Context: an optimization exercise on an open-source flow, tuned for small area and a short achievable clock period. The choices shown serve that exercise and are no tape-out recipe. Power is estimated from default activity; no workload was simulated.

main:
Design fp_mul_pipe, start of the top module:
module fp_mul_pipe (
  input  logic        clk,
  input  logic        rst_n,
  input  logic        in_valid,
  input  logic [3:0]  r_mode,
  input  logic [31:0] fp_X,
  input  logic [31:0] fp_Y,
  output logic        out_valid,
  output logic [31:0] fp_Z,
  output logic        ovrf,
  output logic        udrf
);
  localparam logic [1:0] RT_RNE = 2'd0;   
  localparam logic [1:0] RT_TRN = 2'd1;   
  localparam logic [1:0] RT_UPX = 2'd2;   
  localparam logic [1:0] RT_RMM = 2'd3;   
  localparam logic [1:0] CL_NUM = 2'd0;
  localparam logic [1:0] CL_ZER = 2'd1;
  localparam logic [1:0] CL_INF = 2'd2;
  localparam logic [1:0] CL_NAN = 2'd3;
  logic [3:0] vld_q;
  logic        s0_d;
  logic [1:0]  rt0_d;
  function automatic logic [4:0] tz24(input logic [22:0] f);
    logic [22:0] o;
    logic [4:0]  t;
    o = f;
    for (int d = 1; d < 23; d = d * 2)
      for (int i = 22; i >= 0; i--)
        if ((i / d) % 2 == 1) o[i] = o[i] | o[(i / d) * d - 1];
    t = o[22] ? 5'd0 : 5'd23;
    for (int i = 0; i < 23; i++)
      if (f[i] && (i == 0 || !o[i-1])) t = t | 5'(i);
    tz24 = t;
  endfunction
  logic [4:0]  tx0_d, ty0_d;
  always_comb begin
    tx0_d = tz24(fp_X[22:0]);
    ty0_d = tz24(fp_Y[22:0]);
    s0_d = fp_X[31] ^ fp_Y[31];
    case (r_mode)
      4'd1:    rt0_d = RT_TRN;
      4'd2:    rt0_d = s0_d ? RT_UPX : RT_TRN;
      4'd3:    rt0_d = s0_d ? RT_TRN : RT_UPX;
      4'd4:    rt0_d = RT_RMM;
      default: rt0_d = RT_RNE;
    endcase
  end
  logic [11:0] b_one0_d, b_two0_d, b_neg0_d;
  always_comb begin
    for (int i = 0; i < 12; i++) begin
      logic y2, y1, y0;
      y2 = (2*i+1 == 23) ? 1'b1 : fp_Y[2*i+1];
      y1 = fp_Y[2*i];
      y0 = (i == 0) ? 1'b0 : fp_Y[2*i-1];
      b_one0_d[i] = y1 ^ y0;
      b_two0_d[i] = (y2 & ~y1 & ~y0) | (~y2 & y1 & y0);
      b_neg0_d[i] = y2;
    end
  end
  logic        s0_q;
  logic [4:0]  tx0_q, ty0_q;
  logic [1:0]  rt0_q;
  logic [7:0]  ex0_q, ey0_q;
  logic [22:0] fx0_q;
  logic [11:0] b_one0_q, b_two0_q, b_neg0_q;
  ...
Size: roughly 2,300 cells after synthesis, about 110 I/O pins, roughly 22,000 sq um of cells after synthesis.
export LEC_CHECK = 0
export CAP_MARGIN = 20
export CORE_MARGIN = 2
export CORE_UTILIZATION = 40
export CTS_BUF_LIST = sky130_fd_sc_hd__clkbuf_8
export CTS_CLUSTER_SIZE = 30
export SETUP_SLACK_MARGIN = 5.0
export SLEW_MARGIN = 20
create_clock -name core_clock -period 8.5 [get_ports {clk}]
run.sh (not shown) runs the stock make flow with config.mk's settings and CLKGATE_MAP_FILE= SYNTH_SCRIPT=/design/flow/synth_recipe.tcl, a recipe that flattens the netlist after the stock synthesis.
Inputs modified between main and the feature branch:
--- a/flow/design.v
+++ b/flow/design.v
@@ -1647,66 +1647,49 @@
     m2_d = h2_d ? prod[47:24] : prod[46:23];
     g    = h2_d ? prod[23] : prod[22];
     st   = h2_d ? st1_1_q : st0_1_q;
     case (rt1_q)
       RT_TRN:  inc2_d = 1'b0;
       RT_UPX:  inc2_d = g | st;
       RT_RMM:  inc2_d = g;
       default: inc2_d = g & (st | m2_d[0]);
     endcase
   end
-  logic        s2_q;
+  logic        s2_q, h2_q, inc2_q, trn2_q;
   logic [1:0]  cl2_q;
   logic [9:0]  e2_q;
-  logic [25:0] p2_q;
-  logic        st0_2_q, st1_2_q;
-  logic [1:0]  rt2_q;
-  logic        h3, g3, st3, inc3, trn3;
-  logic [23:0] m3;
-  always_comb begin
-    h3   = p2_q[25];
-    m3   = h3 ? p2_q[25:2] : p2_q[24:1];
-    g3   = h3 ? p2_q[1] : p2_q[0];
-    st3  = h3 ? st1_2_q : st0_2_q;
-    trn3 = (rt2_q == RT_TRN);
-    case (rt2_q)
-      RT_TRN:  inc3 = 1'b0;
-      RT_UPX:  inc3 = g3 | st3;
-      RT_RMM:  inc3 = g3;
-      default: inc3 = g3 & (st3 | m3[0]);
-    endcase
-  end
+  logic [23:0] m2_q;
   logic [24:0] mant_r;
   logic        c, t;
   logic [9:0]  ep1;
   logic [7:0]  ef;
   logic        ovf, udf;
   logic [31:0] z_d;
   logic        ovrf_d, udrf_d;
   always_comb begin
-    mant_r = {1'b0, m3} + {24'd0, inc3};
+    mant_r = {1'b0, m2_q} + {24'd0, inc2_q};
     c      = mant_r[24];
-    t      = h3 | c;
+    t      = h2_q | c;
     ep1    = e2_q + 10'd1;
     ef     = t ? ep1[7:0] : e2_q[7:0];
     ovf    = t ? ($signed(e2_q) >= 10'sd254) : ($signed(e2_q) >= 10'sd255);
     udf    = t ? ($signed(e2_q) <= -10'sd1) : ($signed(e2_q) <= 10'sd0);
     ovrf_d = 1'b0;
     udrf_d = 1'b0;
     case (cl2_q)
       CL_NAN: z_d = 32'h7FC0_0000;
       CL_INF: z_d = {s2_q, 8'hFF, 23'd0};
       CL_ZER: z_d = {s2_q, 31'd0};
       default: begin
         ovrf_d = ovf;
         udrf_d = udf;
-        if (ovf)      z_d = {s2_q, trn3 ? 31'h7F7F_FFFF : 31'h7F80_0000};
+        if (ovf)      z_d = {s2_q, trn2_q ? 31'h7F7F_FFFF : 31'h7F80_0000};
         else if (udf) z_d = {s2_q, 31'd0};
         else          z_d = {s2_q, ef, mant_r[22:0]};
       end
     endcase
   end
   logic [31:0] z_q;
   logic        ovrf_q, udrf_q;
   always_ff @(posedge clk or negedge rst_n) begin
     if (!rst_n) vld_q <= '0;
     else        vld_q <= {vld_q[2:0], in_valid};
@@ -1839,24 +1822,24 @@
     r1c_r[31] <= fs723;
     r1c_r[32] <= fc724;
     r1c_r[33] <= fs729;
     r1c_r[34] <= fs732;
     r1c_r[35] <= fc733;
     r1c_r[36] <= fs738;
     r1c_r[37] <= fc739;
     cin1_r[0] <= lowsum[9];
     s2_q     <= s1_q;
     cl2_q    <= cl1_q;
+    trn2_q   <= (rt1_q == RT_TRN);
     e2_q     <= e1_q;
-    p2_q     <= prod[47:22];
-    st0_2_q  <= st0_1_q;
-    st1_2_q  <= st1_1_q;
-    rt2_q    <= rt1_q;
+    h2_q     <= h2_d;
+    m2_q     <= m2_d;
+    inc2_q   <= inc2_d;
     z_q      <= z_d;
     ovrf_q   <= ovrf_d;
     udrf_q   <= udrf_d;
   end
   assign out_valid = vld_q[3];
   assign fp_Z      = z_q;
   assign ovrf      = ovrf_q;
   assign udrf      = udrf_q;
 endmodule
==> notes.md <==
The feature branch reached the final stage; the timing, DRC and antenna checks on its layout passed. ~same clock-pin slew on the worst setup and hold paths in the feature branch and main. Sort the feature branch and main by instance count on the critical path desc -> top: the feature branch. Compared the feature branch vs main, and worst-skew pair later-pin latency is down in the feature branch. Going from main to the feature branch, number of cells produced by synthesis fell 0.31%; buffering overhead saw an increase; total power now sits higher. The feature branch against main: simple-gate share of the synthesized area up 0.19 points, power in sequential cells down about 7%, number of ordinary and repair buffers in the finished layout up 30, total routed wirelength up 2.9%. Worst setup slack down 180 ps in the feature branch wrt main. Routed length per placed instance in the feature branch vs main: up 2.4%.
No functional check of the RTL was part of any run of this note.

-- separate check: timing with driven ports --
Ports are ideal in the flow. The routed layouts listed here were re-timed in OpenROAD. Step 1 assumes that a clkbuf_16 drives the clock port and a buf_2 every other input. Step 2, shift: input delay + t, output delay - t, t = (earliest + latest rising clock arrival at the registers) / 2. This alone moves slack from input paths to output paths. a / b / c = no drivers / after step 1 / after step 2; a / b = the first two.
run | t, ns | setup WS [ns] | pins driven straight from the clock port
main | 0.703 | 5.113 / 5.113 / 4.635 | 1
the feature branch | 0.677 | 4.931 / 4.931 / 4.643 | 1
After both steps setup and hold are still met in every run listed. For main, which loses most, drivers alone change the setup slack by 0.000 ns; drivers and shift together by -0.478 ns.
